From an optimization exercise on the open Yosys and OpenROAD flow, aimed at a short achievable clock period and few clock cycles; shortcuts taken in it are not production practice.
Function was checked by simulation only, so behaviour that the tests miss may differ from the original.
No activity file was given, so power comes from the tool's default toggle rates.

$ cat flow/config.mk
export PLATFORM = sky130hd
export DESIGN_NAME = mips_core
export DESIGN_NICKNAME = mips_core
export VERILOG_FILES = /design/flow/design.v
export SDC_FILE = /design/flow/constraint.sdc
export NUM_CORES = 4
export LEC_CHECK = 0
export CAP_MARGIN = 20
export CORE_MARGIN = 2
export CORE_UTILIZATION = 40
export SETUP_SLACK_MARGIN = 3.4
export SLEW_MARGIN = 20
$ cat flow/constraint.sdc
create_clock -name core_clock -period 6.0 [get_ports {clk}]
set_input_delay 1.2000 -clock core_clock [delete_from_list [all_inputs] [get_ports {clk}]]
set_output_delay 1.2000 -clock core_clock [all_outputs]
set_load 0.01 [all_outputs]
$ cat flow/design.v
`default_nettype none
package mips_pkg;
    localparam int xlen       = 32;
    localparam int reg_addr_w = 5;
    localparam logic [xlen-1:0] reset_pc = '0;
    localparam logic [5:0] op_special = 6'h00;
    localparam logic [5:0] op_addiu   = 6'h09;
    localparam logic [5:0] op_lw      = 6'h23;
    localparam logic [5:0] op_sw      = 6'h2b;
    localparam logic [5:0] op_beq     = 6'h04;
    localparam logic [5:0] fn_addu = 6'h21;
    localparam logic [5:0] fn_subu = 6'h23;
    localparam logic [5:0] fn_and  = 6'h24;
    localparam logic [5:0] fn_or   = 6'h25;
    localparam logic [5:0] fn_slt  = 6'h2a;
    typedef enum logic [2:0] {
        alu_add,
        alu_sub,
        alu_and,
        alu_or,
        alu_slt
    } alu_op_e;
    typedef struct packed {
        logic [xlen-1:0] instr;
        logic [xlen-1:0] pc4;
    } if_id_t;
    typedef struct packed {
        logic                  valid;
        alu_op_e               alu_op;
        logic                  imm_sel;
        logic                  memread;
        logic                  memwrite;
        logic                  regwrite;
        logic [reg_addr_w-1:0] rs;
        logic [reg_addr_w-1:0] rt;
        logic [reg_addr_w-1:0] dst;
        logic [xlen-1:0]       rs_data;
        logic [xlen-1:0]       rt_data;
        logic [xlen-1:0]       imm;
    } id_ex_t;
    typedef struct packed {
        logic                  valid;
        logic                  memread;
        logic                  memwrite;
        logic                  regwrite;
        logic [reg_addr_w-1:0] dst;
        logic [xlen-1:0]       result;
        logic [xlen-1:0]       store_data;
    } ex_mem_t;
    typedef struct packed {
        logic                  regwrite;
        logic                  memread;
        logic [reg_addr_w-1:0] dst;
        logic [xlen-1:0]       result;
        logic [xlen-1:0]       load_data;
    } mem_wb_t;
endpackage
`default_nettype wire
`timescale 1ns/1ps
`default_nettype none
module mips_add #(
    parameter int width = 32
) (
    input  logic [width-1:0] x,
    input  logic [width-1:0] y,
    input  logic             cin,
    output logic [width-1:0] s
);
    localparam int levels = (width > 16) ? 5 : (width > 8) ? 4 : (width > 4) ? 3 : (width > 2) ? 2 : 1;
    logic [width-1:0] g [0:levels];
    logic [width-1:0] p [0:levels];
    logic [width-1:0] h;
    assign h    = x ^ y;
    assign g[0] = (x & y) | {{(width-1){1'b0}}, h[0] & cin};
    assign p[0] = h;
    for (genvar l = 0; l < levels; l++) begin : g_lvl
        for (genvar i = 0; i < width; i++) begin : g_bit
            if (i >= (1 << l)) begin : g_op
                assign g[l+1][i] = g[l][i] | (p[l][i] & g[l][i-(1<<l)]);
                assign p[l+1][i] = p[l][i] & p[l][i-(1<<l)];
            end else begin : g_pass
                assign g[l+1][i] = g[l][i];
                assign p[l+1][i] = p[l][i];
            end
        end
    end
    assign s = h ^ {g[levels][width-2:0], cin};
endmodule
`default_nettype wire
`default_nettype none
module mips_ult #(
    parameter int width = 32
) (
    input  logic [width-1:0] x,
    input  logic [width-1:0] y,
    output logic             lt
);
    localparam int levels = (width > 16) ? 5 : (width > 8) ? 4 : (width > 4) ? 3 : (width > 2) ? 2 : 1;
    logic [width-1:0] l [0:levels];
    logic [width-1:0] e [0:levels];
    assign l[0] = ~x & y;
    assign e[0] = ~(x ^ y);
    for (genvar k = 0; k < levels; k++) begin : g_lvl
        for (genvar i = 0; i < width; i++) begin : g_bit
            if ((i >> k) % 2 == 1) begin : g_op
                localparam int j = ((i >> k) << k) - 1;
                assign l[k+1][i] = l[k][i] | (e[k][i] & l[k][j]);
                assign e[k+1][i] = e[k][i] & e[k][j];
            end else begin : g_pass
                assign l[k+1][i] = l[k][i];
                assign e[k+1][i] = e[k][i];
            end
        end
    end
    assign lt = l[levels][width-1];
endmodule
`default_nettype wire
`timescale 1ns/1ps
`default_nettype none
module mips_core (
    input  logic                      clk,
    input  logic                      rst_n,
    input  logic                      i_cache_stall_n,
    input  logic                      d_cache_stall_n,
    output logic                      ireq,
    output logic [mips_pkg::xlen-1:0] iaddr,
    input  logic [mips_pkg::xlen-1:0] idata,
    output logic                      dreq,
    output logic                      dwrite,
    output logic [mips_pkg::xlen-1:0] daddr,
    output logic [mips_pkg::xlen-1:0] dwdata,
    input  logic [mips_pkg::xlen-1:0] drdata
);
    localparam int xlen = mips_pkg::xlen;
    logic freeze;
    assign freeze = !i_cache_stall_n || !d_cache_stall_n;
    logic            ireq_q;
    logic [xlen-1:0] fpc;
    logic            pend_q;       
    logic            d_valid;
    logic [31:0]     d_rs_oh;      
    logic [31:0]     d_rt_oh;
    logic [4:0]      d_dst;
    logic            d_wr;         
    logic            d_lw;
    logic            d_sw;
    logic            d_beq;        
    logic            d_jmp;        
    logic            d_ub;         
    logic [4:0]      d_op;         
    logic            d_imm_b;      
    logic [xlen-1:0] d_imm;
    logic [xlen-1:0] d_pc4;        
    logic [xlen-1:0] d_tgt;        
    logic            d_a_e;
    logic            d_b_e;
    logic            d_a_m;
    logic            d_b_m;
    logic            d_a_w;
    logic            d_b_w;
    logic            e_valid;
    logic [4:0]      e_dst;
    logic            e_wr;
    logic            e_lw;
    logic            e_sw;
    logic            e_beq;
    logic [4:0]      e_op;
    logic [xlen-1:0] e_tgt;
    logic [xlen-1:0] e_a;          
    logic [xlen-1:0] e_b;          
    logic [xlen-1:0] e_o;          
    logic            m_wr;
    logic [4:0]      m_dst;
    logic            m_lw;
    logic [3:0]      m_op;         
    logic [xlen-1:0] m_sum;
    logic [xlen-1:0] m_diff;
    logic [xlen-1:0] m_log;
    logic            m_lt;
    logic            dreq_q;
    logic            dwrite_q;
    logic [xlen-1:0] m_addr;
    logic [xlen-1:0] m_wdata;
    logic [xlen-1:0] daddr_q;      
    logic [xlen-1:0] dwdata_q;     
    logic [31:1]     w_we;         
    logic [xlen-1:0] w_val;
    logic [31:1][xlen-1:0] rf;
    logic [5:0]      f_opc;
    logic [5:0]      f_fn;
    logic [4:0]      f_rs;
    logic [4:0]      f_rt;
    logic            f_special;
    logic            f_rtype;
    logic            f_addiu;
    logic            f_lw;
    logic            f_sw;
    logic            f_beq;
    logic [4:0]      f_dst;
    logic [xlen-1:0] f_imm;
    logic [xlen-1:0] f_pc4;
    logic [4:0]      f_op;
    assign f_opc     = idata[31:26];
    assign f_fn      = idata[5:0];
    assign f_rs      = idata[25:21];
    assign f_rt      = idata[20:16];
    assign f_special = (f_opc == mips_pkg::op_special);
    assign f_addiu   = (f_opc == mips_pkg::op_addiu);
    assign f_lw      = (f_opc == mips_pkg::op_lw);
    assign f_sw      = (f_opc == mips_pkg::op_sw);
    assign f_beq     = (f_opc == mips_pkg::op_beq);
    assign f_op[0]   = (f_special && f_fn == mips_pkg::fn_addu) || f_addiu || f_lw || f_sw;
    assign f_op[1]   = f_special && (f_fn == mips_pkg::fn_subu);
    assign f_op[2]   = f_special && (f_fn == mips_pkg::fn_and);
    assign f_op[3]   = f_special && (f_fn == mips_pkg::fn_or);
    assign f_op[4]   = f_special && (f_fn == mips_pkg::fn_slt);
    assign f_rtype   = f_special && (f_fn == mips_pkg::fn_addu || f_fn == mips_pkg::fn_subu ||
                                     f_fn == mips_pkg::fn_and  || f_fn == mips_pkg::fn_or ||
                                     f_fn == mips_pkg::fn_slt);
    assign f_dst     = f_rtype ? idata[15:11] : f_rt;
    assign f_imm     = {{16{idata[15]}}, idata[15:0]};
    mips_add #(.width(xlen)) u_pc4 (.x(fpc), .y(xlen'(4)), .cin(1'b0), .s(f_pc4));
    mips_add #(.width(xlen)) u_tgt (.x(d_pc4), .y({d_imm[xlen-3:0], 2'b00}), .cin(1'b0), .s(d_tgt));
    logic f_a_e;
    logic f_b_e;
    logic f_a_m;
    logic f_b_m;
    logic f_a_w;
    logic f_b_w;
    assign f_a_e = d_valid && d_wr && (d_dst == f_rs);
    assign f_b_e = d_valid && d_wr && (d_dst == f_rt);
    assign f_a_m = e_wr && (e_dst == f_rs);
    assign f_b_m = e_wr && (e_dst == f_rt);
    assign f_a_w = m_wr && (m_dst == f_rs);
    assign f_b_w = m_wr && (m_dst == f_rt);
    always_ff @(posedge clk) begin
        for (int i = 1; i < 32; i++) begin
            if (w_we[i]) begin
                rf[i] <= w_val;
            end
        end
    end
    logic [xlen-1:0] d_a_rf;
    logic [xlen-1:0] d_b_rf;
    logic [xlen-1:0] m_res;
    logic [xlen-1:0] w_next;
    logic [xlen-1:0] d_a_val;
    logic [xlen-1:0] d_b_val;
    always_comb begin
        d_a_rf = '0;
        d_b_rf = '0;
        for (int i = 1; i < 32; i++) begin
            d_a_rf = d_a_rf | ({xlen{d_rs_oh[i]}} & rf[i]);
            d_b_rf = d_b_rf | ({xlen{d_rt_oh[i]}} & rf[i]);
        end
    end
    assign m_res   = ({xlen{m_op[0]}} & m_sum) | ({xlen{m_op[1]}} & m_diff) |
                     ({xlen{m_op[2]}} & m_log) | {{(xlen-1){1'b0}}, m_op[3] & m_lt};
    assign w_next  = m_lw ? drdata : m_res;
    assign d_a_val = d_a_m ? w_next : d_a_w ? w_val : d_a_rf;
    assign d_b_val = d_b_m ? w_next : d_b_w ? w_val : d_b_rf;
    logic [xlen-1:0] sum;
    logic [xlen-1:0] diff;
    logic            lt;
    logic [xlen-1:0] log_res;
    logic            e_taken;
    mips_add #(.width(xlen)) u_add (.x(e_a), .y(e_o),  .cin(1'b0), .s(sum));
    mips_add #(.width(xlen)) u_sub (.x(e_a), .y(~e_b), .cin(1'b1), .s(diff));
    mips_ult #(.width(xlen)) u_lt (.x({~e_a[xlen-1], e_a[xlen-2:0]}), .y({~e_b[xlen-1], e_b[xlen-2:0]}),
                                   .lt(lt));
    assign log_res = e_op[2] ? (e_a & e_b) : (e_a | e_b);
    assign e_taken = e_valid && e_beq && (e_a == e_b);
    logic ld_stall;
    assign ld_stall = d_valid && e_valid && e_lw && ((d_a_e && !d_jmp) || (d_b_e && d_ub));
    logic [4:0]      a_sel;
    logic [4:0]      b_sel;
    logic [5:0]      o_sel;
    logic [xlen-1:0] a_next;
    logic [xlen-1:0] b_next;
    logic [xlen-1:0] o_next;
    assign a_sel = {d_a_e && e_op[4], d_a_e && (e_op[2] || e_op[3]), d_a_e && e_op[1], d_a_e && e_op[0],
                    !d_a_e};
    assign b_sel = {d_b_e && e_op[4], d_b_e && (e_op[2] || e_op[3]), d_b_e && e_op[1], d_b_e && e_op[0],
                    !d_b_e};
    assign o_sel = d_imm_b ? 6'b100000 : {1'b0, b_sel};
    assign a_next = ({xlen{a_sel[0]}} & d_a_val) | ({xlen{a_sel[1]}} & sum) |
                    ({xlen{a_sel[2]}} & diff)    | ({xlen{a_sel[3]}} & log_res) |
                    {{(xlen-1){1'b0}}, a_sel[4] & lt};
    assign b_next = ({xlen{b_sel[0]}} & d_b_val) | ({xlen{b_sel[1]}} & sum) |
                    ({xlen{b_sel[2]}} & diff)    | ({xlen{b_sel[3]}} & log_res) |
                    {{(xlen-1){1'b0}}, b_sel[4] & lt};
    assign o_next = ({xlen{o_sel[0]}} & d_b_val) | ({xlen{o_sel[1]}} & sum) |
                    ({xlen{o_sel[2]}} & diff)    | ({xlen{o_sel[3]}} & log_res) |
                    {{(xlen-1){1'b0}}, o_sel[4] & lt} | ({xlen{o_sel[5]}} & d_imm);
    logic            d_take;
    logic [xlen-1:0] fpc_next;
    assign d_take   = d_valid && d_jmp;
    assign fpc_next = e_taken ? e_tgt :
                      pend_q  ? e_tgt :
                      d_take  ? d_tgt : f_pc4;
    always_ff @(posedge clk) begin
        ireq_q <= rst_n;
    end
    always_ff @(posedge clk) begin
        if (!rst_n) begin
            fpc      <= mips_pkg::reset_pc;
            pend_q   <= 1'b0;
            d_valid  <= 1'b0;
            e_valid  <= 1'b0;
            e_wr     <= 1'b0;
            m_wr     <= 1'b0;
            dreq_q   <= 1'b0;
            dwrite_q <= 1'b0;
            w_we     <= '0;
        end else if (!freeze) begin
            if (ireq_q && !ld_stall) begin
                fpc <= fpc_next;
            end
            if (!ld_stall) begin
                d_valid <= ireq_q && !(e_taken && d_valid);
            end
            pend_q  <= e_taken && d_take;
            e_valid <= d_valid && !ld_stall;
            e_wr    <= d_valid && d_wr && !ld_stall;
            m_wr     <= e_wr;
            dreq_q   <= e_valid && (e_lw || e_sw);
            dwrite_q <= e_valid && e_sw;
            for (int i = 1; i < 32; i++) begin
                w_we[i] <= m_wr && (m_dst == 5'(i));
            end
        end
    end
    always_ff @(posedge clk) begin
        if (!freeze) begin
            if (ld_stall) begin
                d_a_e <= 1'b0;
                d_b_e <= 1'b0;
                d_a_m <= d_a_e;
                d_b_m <= d_b_e;
                d_a_w <= d_a_m;
                d_b_w <= d_b_m;
            end else begin
                d_rs_oh <= 32'(1) << f_rs;
                d_rt_oh <= 32'(1) << f_rt;
                d_dst   <= f_dst;
                d_wr    <= (f_rtype || f_addiu || f_lw) && (f_dst != '0);
                d_lw    <= f_lw;
                d_sw    <= f_sw;
                d_beq   <= f_beq && (f_rs != f_rt);
                d_jmp   <= f_beq && (f_rs == f_rt);
                d_ub    <= f_rtype || f_sw || f_beq;
                d_op    <= f_op;
                d_imm_b <= f_addiu || f_lw || f_sw;
                d_imm   <= f_imm;
                d_pc4   <= f_pc4;
                d_a_e   <= f_a_e;
                d_b_e   <= f_b_e;
                d_a_m   <= f_a_m;
                d_b_m   <= f_b_m;
                d_a_w   <= f_a_w;
                d_b_w   <= f_b_w;
            end
            e_dst   <= d_dst;
            e_lw    <= d_lw;
            e_sw    <= d_sw;
            e_beq   <= d_beq;
            e_op    <= d_op;
            e_tgt   <= d_tgt;
            e_a     <= a_next;
            e_b     <= b_next;
            e_o     <= o_next;
            m_dst    <= e_dst;
            m_lw     <= e_lw;
            m_op     <= {e_op[4], e_op[2] || e_op[3], e_op[1], e_op[0]};
            m_sum    <= sum;
            m_diff   <= diff;
            m_log    <= log_res;
            m_lt     <= lt;
            if (e_lw || e_sw) begin
                m_addr  <= sum;
                m_wdata <= e_b;
            end
            w_val    <= w_next;
        end
    end
    logic bus_load;
    assign bus_load = !freeze && (e_lw || e_sw);
    always_ff @(posedge clk) begin
        daddr_q  <= bus_load ? sum : m_addr;
        dwdata_q <= bus_load ? e_b : m_wdata;
    end
    assign ireq   = ireq_q;
    assign iaddr  = fpc;
    assign dreq   = dreq_q;
    assign dwrite = dwrite_q;
    assign daddr  = daddr_q;
    assign dwdata = dwdata_q;
endmodule
`default_nettype wire
$ cat flow/flow/run.sh
#!/bin/bash
set -euo pipefail
W=$(pwd)
export OWN_ABC_SCRIPT=$W/flow/abc.script
export BUFFER_PORTS_ARGS="-buffer_cell sky130_fd_sc_hd__buf_4"
bash standard.sh SYNTH_SCRIPT=$W/flow/synth.tcl MATCH_CELL_FOOTPRINT=0 finish > $W/standard.log 2>&1
$ cat flow/flow/abc.script
strash
&get -n
&b -d
&put
dch -f
map -D 1000
buffer
upsize -D 1000
dnsize -D 1000
$ cat flow/flow/synth.tcl
proc synth {args} { yosys synth -nofsm -noshare {*}$args }
proc extract_fa {args} { puts "own flow: extract_fa skipped" }
proc abc {args} {
  set i [lsearch -exact $args -script]
  if { $i >= 0 } {
    set args [lreplace $args [expr {$i + 1}] [expr {$i + 1}] $::env(OWN_ABC_SCRIPT)]
  }
  puts "own flow: abc $args"
  yosys abc {*}$args
}
source $::env(SCRIPTS_DIR)/synth.tcl
# left out here: clear keep_hierarchy, flatten, clean up, hide names made inside functions, write 1_2_yosys.v
$ cat flow/standard.sh
#!/bin/bash
# synth_recipe.tcl (not shown) runs the flow's synth.tcl, then flattens the netlist and writes it again
# the make line also repeats each setting of config.mk as NAME=value (left out here)
make -C /OpenROAD-flow-scripts/flow DESIGN_CONFIG=/design/flow/config.mk WORK_HOME=/design/flow/orfs CLKGATE_MAP_FILE= SYNTH_SCRIPT=/design/flow/synth_recipe.tcl "${@:-finish}"
==> out/metrics.csv, run 1 <==
metric,value,unit
ANT nets after route,0,
most frequent cell after synthesis,edfxtp_1,
Clock Latency Late Sink,0.87,ns
"Arr. time, crit path",3.46,ns
Die ar.,0.191,mm2
first-pass GRT wire length,461000,um
hold depth,0,
Buffers on Ports,166,
status,"complete, no violations",
Clock Skew,0.0603,ns
final count of pins violating max slew,0,
Setup Slack @ Placement,1.55,ns
Max Cap Viol,0,
setup slack after layout,3.09,ns
Post-synth top flop,edfxtp_1,
initial antenna violation count,8,
synth top area cells,"edfxtp_1 (59%), a22oi_1 (7.4%), nand2_1 (4.9%), dfxtp_1 (3.6%), o21ai_0 (2.5%)",
hold endpoint,e_op[1]$_DFFE_PP_,
critical path required time,6.56,ns
IO Count,167,
cell area after layout,0.0947,mm2
DIE HEIGHT,437,um
Int Power,19.6,mW
R2R Path End,e_o[23]$_DFFE_PP_,
cells after synthesis,6876,
Final min period,2.91,ns
initial core utilization,0.401,
vias in the first global route,61372,
chip width,437,um
R2R Setup Slk,3.09,ns
Fin. Hold Viols,0,
"Seq/Total Area, Yosys",0.624,
Post-synth EDFFs,1469,
Biggest register,rf,
Async SR Flop Fraction,0,
share of total power in combinational logic,0.129,
Vias,66595,
"FF+latch count, synth",1604,
R2R Path Start,d_rt_oh[30]$_SDFFCE_PN0P_,
Syn Area/Cell,10.9,um2
Slew @ Worst Pin,1.21,ns
fraction of layout cells with a size suffix above 1,0.246,
DRC,0,
max FFs per register,992,
CTS buffer count,173,
fin util,0.506,
Crit Path Max Fanout,13,
final setup violating endpoints,0,
Hold Crit Class,flip-flop to flip-flop,
gp weighted congestion,1.01,
CTS Root Buffer Type,clkbuf_16,
RSZ-0062 raised after global routing,yes,
hpwl dp,218000,um
Leakage,33.8,nW
syn nets,6944,
critical path capture point type,flip-flop,
initial DRC count,10736,
placed cell areas,0.0799,mm2
power per cell area,285,mW/mm2
WL/cell,33.8,um
Bufs on Longest Clock Path,3,
Ys Warns,7,
Clock transition at path regs,0.06,ns
"Distinct cells, synth",73,
Hold Startpoint,d_op[1]$_DFFE_PP_,
Placement Rows,159,
htree depth,4,
Sw Pwr,7.39,mW
drt pass-1 iters,7,
Fin Setup TNS,0,ns
fmax,344,MHz
layout net count,7578,
crit path kind,flip-flop to flip-flop,
Synth top cells by count,"edfxtp_1 (1469), nand2_1 (973), a22oi_1 (739), nor2_1 (502), inv_1 (478)",
routed vias/inst,6.56,
CTS tree,built,
# hold bufs at CTS,0,
R2R cell count,9,
post-synth top area cell,edfxtp_1,
power share of the clock group,0.401,
"Remaining Overflow, GRT",0,
worst vdd ir,0.296,mV
Core ar.,0.187,mm2
Flop pwr share,0.469,
Syn-to-layout area delta,26.2,%
Routed Wire Length,343000,um
GRT Overall Usage,0.339,
Slew HR,0.192,
top-area cell type share of the netlist area,0.588,
overall power,27.0,mW
period utilisation layout,0.484,
largest net degree at the start of global routing,85,
Post-Syn Area,0.0751,mm2
Critical Path Start Type,flip-flop,
Clock Sinks,1604,
switching part of the total,0.274,
==> worst max path at each step <==
| stage | startpoint | endpoint | slack (ns) | cells past startpoint |
|---|---|---|---|---|
| floorplan | i_cache_stall_n | m_addr[0]$_DFFE_PP_ | -0.62 | 5 |
| global placement | i_cache_stall_n | m_sum[30]$_DFFE_PP_ | 1.57 | 6 |
| detailed placement | i_cache_stall_n | m_diff[30]$_DFFE_PP_ | 1.55 | 6 |
| CTS | d_rs_oh[24]$_SDFFCE_PN0P_ | e_a[25]$_DFFE_PP_ | 3.23 | 9 |
| global route | d_rt_oh[28]$_SDFFCE_PN0P_ | e_o[23]$_DFFE_PP_ | 3.14 | 9 |
| finish | d_rt_oh[30]$_SDFFCE_PN0P_ | e_o[23]$_DFFE_PP_ | 3.09 | 9 |
==> repair_timing <==
| item | 4_1_cts | 5_1_grt |
|---|---|---|
| setup buffers | 191 | 176 |
| gates cloned | 14 | 21 |
| pin swaps | 122 | 256 |
| gates resized for setup | 716 | 568 |
| endpoints found under the setup margin | 604 | 399 |
==> placed cells by master (no fill, tap or decap), types with 73 or more instances in the layout <==
cell / Yosys / routed
edfxtp_1: 1469 / 1469
nand4_1: 245 / 245
nor2_1: 502 / 432
o21ai_0: 377 / 262
nand2_1: 973 / 913
a21oi_1: 292 / 212
a22oi_2: 0 / 87
nand3_1: 333 / 293
buf_4: 5 / 564
clkbuf_16: 0 / 197
a22oi_1: 739 / 652
inv_1: 478 / 451
o22ai_1: 102 / 91
buf_6: 3 / 79
buf_12: 0 / 73
==> worst max-delay path, stage by stage (launching register included) <==
cell      delay [ns]
edfxtp_1        0.48
buf_12          0.21
a22oi_2         0.19
o221ai_2        0.15
nor4_4          0.62
nand4_1         0.36
o21ai_2         0.15
o21ai_1         0.10
a21oi_1         0.19
nand3_1         0.15
==> layout make-up <==
class	instances	area, um2
Tap cell	2495	3120
Multi-Input combinational cell	4445	29300
Timing Repair inverter	1	5.00
Sequential cell	1604	47000
Inverter	509	2010
Clock inverter	83	1030
Timing Repair Buffer	776	7730
Fill cell	16352	92500
Antenna cell	8	20.0
Clock buffer	228	4620
==> per-layer routing <==
metal | wire length [um] | track usage
met1 | 127000 | 0.449
met2 | 145000 | 0.498
met3 | 46100 | 0.0890
met4 | 25100 | 0.203
met5 | 142 | 0.00101
==> per-stage QoR <==
step	instances	hold WS, ns
3_5_place_dp	9416	0.407
4_1_cts	9932	0.411
5_1_grt	10144	0.433
2_1_floorplan	6876	0.400
3_3_place_gp	9414	0.401
6_report	10149	0.410
==> power groups by stage <==
| stage | Combinational (mW) | Sequential, mW | Clock, mW |
|---|---|---|---|
| floorplan | 1.41 | 12.9 | 0 |
| global placement | 2.55 | 13.0 | 0 |
| detailed placement | 2.56 | 13.0 | 0 |
| CTS | 2.97 | 12.7 | 10.9 |
| global route | 3.60 | 12.7 | 11.3 |
| finish | 3.50 | 12.7 | 10.8 |
==> kinds of logic after synthesis <==
logic type / after synthesis / synth area share
AO/OA/AOI/OAI: 2006 / 0.180
XOR/XNOR: 103 / 0.0126
buffers and inverters: 830 / 0.0423
flip-flops: 1604 / 0.624
AND/OR/NAND/NOR: 2333 / 0.141
Testbench counts, summed over its fixed seeds: cycles 37,387.
==> run 2, diff against run 1 <==
--- a/flow/design.v
+++ b/flow/design.v
@@ -138,8 +138,8 @@
     logic [xlen-1:0] fpc;
     logic            pend_q;       
     logic            d_valid;
-    logic [31:0]     d_rs_oh;      
-    logic [31:0]     d_rt_oh;
+    logic [xlen-1:0] d_a_rf;       
+    logic [xlen-1:0] d_b_rf;
     logic [4:0]      d_dst;
     logic            d_wr;         
     logic            d_lw;
@@ -240,20 +240,32 @@
             end
         end
     end
-    logic [xlen-1:0] d_a_rf;
-    logic [xlen-1:0] d_b_rf;
+    logic [31:0]     f_rs_oh;
+    logic [31:0]     f_rt_oh;
+    logic [xlen-1:0] f_a_rf;
+    logic [xlen-1:0] f_b_rf;
+    logic            f_a_wb;
+    logic            f_b_wb;
+    logic [xlen-1:0] f_a_rd;
+    logic [xlen-1:0] f_b_rd;
     logic [xlen-1:0] m_res;
     logic [xlen-1:0] w_next;
     logic [xlen-1:0] d_a_val;
     logic [xlen-1:0] d_b_val;
+    assign f_rs_oh = 32'(1) << f_rs;
+    assign f_rt_oh = 32'(1) << f_rt;
     always_comb begin
-        d_a_rf = '0;
-        d_b_rf = '0;
+        f_a_rf = '0;
+        f_b_rf = '0;
         for (int i = 1; i < 32; i++) begin
-            d_a_rf = d_a_rf | ({xlen{d_rs_oh[i]}} & rf[i]);
-            d_b_rf = d_b_rf | ({xlen{d_rt_oh[i]}} & rf[i]);
+            f_a_rf = f_a_rf | ({xlen{f_rs_oh[i]}} & rf[i]);
+            f_b_rf = f_b_rf | ({xlen{f_rt_oh[i]}} & rf[i]);
         end
     end
+    assign f_a_wb = |(w_we & f_rs_oh[31:1]);
+    assign f_b_wb = |(w_we & f_rt_oh[31:1]);
+    assign f_a_rd = f_a_wb ? w_val : f_a_rf;
+    assign f_b_rd = f_b_wb ? w_val : f_b_rf;
     assign m_res   = ({xlen{m_op[0]}} & m_sum) | ({xlen{m_op[1]}} & m_diff) |
                      ({xlen{m_op[2]}} & m_log) | {{(xlen-1){1'b0}}, m_op[3] & m_lt};
     assign w_next  = m_lw ? drdata : m_res;
@@ -339,9 +351,15 @@
                 d_b_m <= d_b_e;
                 d_a_w <= d_a_m;
                 d_b_w <= d_b_m;
+                if (d_a_w) begin
+                    d_a_rf <= w_val;
+                end
+                if (d_b_w) begin
+                    d_b_rf <= w_val;
+                end
             end else begin
-                d_rs_oh <= 32'(1) << f_rs;
-                d_rt_oh <= 32'(1) << f_rt;
+                d_a_rf  <= f_a_rd;
+                d_b_rf  <= f_b_rd;
                 d_dst   <= f_dst;
                 d_wr    <= (f_rtype || f_addiu || f_lw) && (f_dst != '0);
                 d_lw    <= f_lw;
==> run 2 against run 1 <==
- critical endpoint is now d_b_rf[28]$_DFFE_PP_
- sequential power about the same
- global-route usage up 2.2 points
- still clean
- highest routed layer unchanged
- core utilization up 0.14 points
- largest cell class unchanged
- fmax up 6.5%
- via count up 6.0%
- clock power up 6%
- final cell count up 7.0%
- flip-flop and latch count up 2
- largest power group unchanged
- setup slack better by 0.18 ns
- non-clock buffer count down 3
- synthesized area up 3.2%
==> out/metrics.csv, run 2 <==
metric,value,unit,change
CTS tree,built,,
hpwl dp,246000,um,+13%
post-synth top area cell,edfxtp_1,,
Slew @ Worst Pin,1.13,ns,-0.0834 ns
# fillers,17161,,+4.9%
top-area cell type share of the netlist area,0.570,,-0.0176
Final min period,2.73,ns,-0.176 ns
XOR/XNOR share of the synthesized area,0.0109,,-0.00167
ANT nets after route,0,,unchanged
largest family of logic cells by synthesized area,simple AND/OR/NAND/NOR gates,,
fmax,366,MHz,+6.5%
Ys Warns,7,,unchanged
cells after synthesis,7563,,+10%
overall power,27.6,mW,+2.1%
Syn Area/Cell,10.2,um2,-6.2%
Clock Skew,0.0709,ns,+0.0106 ns
Simple-Gate Fraction of Synth Area,0.176,,+0.0355
Post-Synth Adder-Cell Area,0.000258,,+0.000258
max FFs per register,992,,unchanged
Critical-path top delay cell,nand4_1,,
synth top area cells,"edfxtp_1 (57%), a22oi_1 (8.2%), nand2_1 (7.6%), nor2_1 (3.6%), dfxtp_1 (3.5%)",,
Crit Path Max Fanout,7,,-6
CP peak stage delay,0.42,ns,-0.20 ns
uppermost routed layer,met5,,
GRT Overall Usage,0.361,,+0.0220
"CP delay by family, top",simple AND/OR/NAND/NOR gates,,
CTS Root Buffer Type,clkbuf_16,,
Clock transition at path regs,0.06,ns,about the same
Hold Crit Class,flip-flop to flip-flop,,
layout net count,8239,,+8.7%
Post-Syn Area,0.0775,mm2,+3.2%
critical path capture point type,flip-flop,,
"FF+latch count, synth",1606,,+0.12%
"Seq/Total Area, Yosys",0.605,,-0.0187
critical path required time,6.62,ns,+0.06 ns
largest net degree at the start of global routing,133,,+56%
CTS buffer count,177,,+2.3%
WL/cell,34.5,um,+2.1%
worst-path cell chain,"buf_12, nand2_8, inv_8, nand3_4, clkinvlp_4, buf_6, buf_8, nand2_4, o2111ai_4, nor2_4, nand4_1, nand3_1, a31oi_1",,
"commonest non-fill, non-tap cell in the layout",nand2_1,,
Vias,70582,,+6.0%
"Remaining Overflow, GRT",0,,unchanged
period utilisation layout,0.455,,-0.0294
first-pass GRT wire length,503000,um,+9.1%
Routed Wire Length,375000,um,+9.2%
met2 wire length,156000,um,+7.5%
# hold bufs at CTS,0,,unchanged
most frequent cells in the layout,"nand2_1 (1489), edfxtp_1 (1471), a22oi_1 (797)",,
placed cell areas,0.0827,mm2,+3.5%
initial DRC count,11971,,+12%
Buffers on Ports,166,,unchanged
Async SR Flop Fraction,0,,unchanged
Die ar.,0.197,mm2,+3.2%
initial antenna violation count,26,,+18
DRT met1 WL,142000,um,+12%
Fin. Hold Viols,0,,unchanged
Leakage,35.5,nW,+4.9%
vias in the first global route,64207,,+4.6%
Post-synth EDFFs,1471,,+0.14%
Slew HR,0.240,,+0.0476
Biggest register,rf,,
DRC,0,,unchanged
crit path kind,input port to flip-flop,,
Syn-to-layout area delta,26.1,%,about the same
chip width,444,um,+1.6%
gp weighted congestion,1.04,,+3.0%
RSZ-0062 raised after global routing,yes,,
final count of pins violating max slew,0,,unchanged
worst vdd ir,0.288,mV,-2.8%
placed insts,10104,,+7.3%
mux cell area share after synthesis,0.00455,,+0.00455
routed vias/inst,6.50,,-0.93%
routed length on met3,53900,um,+17%
status,"complete, no violations",,
power per cell area,282,mW/mm2,-1.0%
Bufs on Longest Clock Path,3,,unchanged
Max Cap Viol,0,,unchanged
DIE HEIGHT,444,um,+1.6%
Synth Area in Compound Gates,0.163,,-0.0172
number of buffers and inverters on the critical path,5,,+4
IO Count,167,,unchanged
fraction of layout cells with a size suffix above 1,0.229,,-0.0172
"Arr. time, crit path",3.35,ns,-0.11 ns
Clock Sinks,1606,,+0.12%
final setup violating endpoints,0,,unchanged
Placement Rows,161,,+1.3%
htree depth,4,,unchanged
Post-synth top flop,edfxtp_1,,
Final Non-Filler Cells,10858,,+7.0%
cell area after layout,0.0977,mm2,+3.2%
"Distinct cells, synth",70,,-4.1%
drt pass-1 iters,10,,+3
Core ar.,0.193,mm2,+2.9%
initial core utilization,0.402,,+0.00136
most frequent cell after synthesis,nand2_1,,
syn nets,7631,,+9.9%
Synth top cells by count,"nand2_1 (1573), edfxtp_1 (1471), a22oi_1 (848), nor2_1 (744), inv_1 (416)",,
Critical Path Start Type,input port,,
Clock Latency Late Sink,0.90,ns,+0.03 ns
run 2: where the power goes:
group / switching (mW) / total (mW) / internal [mW]
clock: 4.87 / 11.5 / 6.59
sequential: 0.160 / 12.7 / 12.5
combinational: 2.40 / 3.44 / 1.04
run 2: repair_timing:
action                                  in CTS  in global routing
endpoints found under the hold margin        0                  0
endpoints found under the setup margin     658                402
gates resized for setup                    771                504
gates cloned                                18                 25
buffers inserted                           225                146
pin swaps                                  138                216
run 2: logic make-up (layout without fill, tap and decap cells):
| logic type | Yosys count | count (layout) |
|---|---|---|
| compound gates | 1846 | 1847 |
| buf+inv | 794 | 1543 |
| xor+xnor | 96 | 96 |
| simple gates | 3187 | 3195 |
| mux | 32 | 32 |
| flops | 1606 | 1606 |
| other cells | 0 | 11 |
| fa+ha+maj | 2 | 2 |
run 2: metrics by stage:
stage          TNS [ns]  hold WS (ns)  setup WS (ns)   util
3_5_place_dp          0         0.405           1.07  0.429
6_report              0         0.419           3.27  0.507
2_1_floorplan   -558.81         0.400          -1.85      -
4_1_cts               0         0.419           3.33  0.487
5_1_grt               0         0.433           3.30  0.507
3_3_place_gp          0         0.404           1.10  0.429
run 2: final cells by class:
| class | instances | area, um2 | area share |
|---|---|---|---|
| tap | 2526 | 3160 | 0.0323 |
| clock inverter | 113 | 1390 | 0.0142 |
| clock buffer | 216 | 4680 | 0.0478 |
| inverter | 439 | 1840 | 0.0188 |
| timing repair buffer | 773 | 7980 | 0.0817 |
| timing repair inverter | 2 | 16.3 | 0.000166 |
| sequential | 1606 | 47000 | 0.481 |
| antenna | 11 | 27.5 | 0.000282 |
| multi-input combinational | 5172 | 31600 | 0.323 |
run 2: worst reg2reg max path: cells and delay by family, from the launching register on:
kind | cells | cell delay [ns]
compound gates | 2 | 0.56
simple gates | 8 | 1.19
buf+inv | 1 | 0.20
flops | 1 | 0.47
run 2: path summary, 6_finish.rpt:
| kind | endpoint | from | slack, ns | cells past startpoint |
|---|---|---|---|---|
| worst max-delay path | d_b_rf[28]$_DFFE_PP_ | idata[16] | 3.27 | 13 |
| worst min-delay path | e_op[3]$_DFFE_PP_ | d_op[3]$_DFFE_PP_ | 0.42 | 0 |
| worst max register to register | e_o[23]$_DFFE_PP_ | e_a[1]$_DFFE_PP_ | 3.29 | 11 |
| worst min register to register | e_op[3]$_DFFE_PP_ | d_op[3]$_DFFE_PP_ | 0.42 | 0 |
run 2: per-layer routing:
layer | GRT usage | vias to the layer above
li1 | - | 29295
met1 | 0.481 | 34839
met2 | 0.521 | 5287
met3 | 0.126 | 1135
met4 | 0.177 | 26
met5 | 0.00659 | -
Testbench counts of run 2, summed over its fixed seeds: cycles 37,387.

-- separate check: timing with driven ports --
Ports are ideal in the flow. The routed layouts listed here were re-timed in OpenROAD.
Step 1 sets driving cells, clkbuf_16 on the clock port and buf_2 on the other inputs (assumed; they add their load-dependent delay and slew).
Step 2 moves the port delays by t, midway between the first and last clock arrival at a register: inputs arrive t later, outputs are due t later. That takes back most of the time a late clock gives input paths.
Three values: ideal ports, drivers, drivers and shift; two values: the first two.
| run | t, ns | setup slack, ns | latest minus earliest clock arrival (ns) |
|---|---|---|---|
| run 1 | 0.933 | 3.093 / 3.093 / 2.679 | 0.072 / 0.072 |
| run 2 | 0.959 | 3.270 / 2.968 / 2.010 | 0.073 / 0.073 |
After both steps setup and hold are still met in every run listed. For run 2, which loses most, drivers alone change the setup slack by -0.302 ns; drivers and shift together by -1.260 ns.
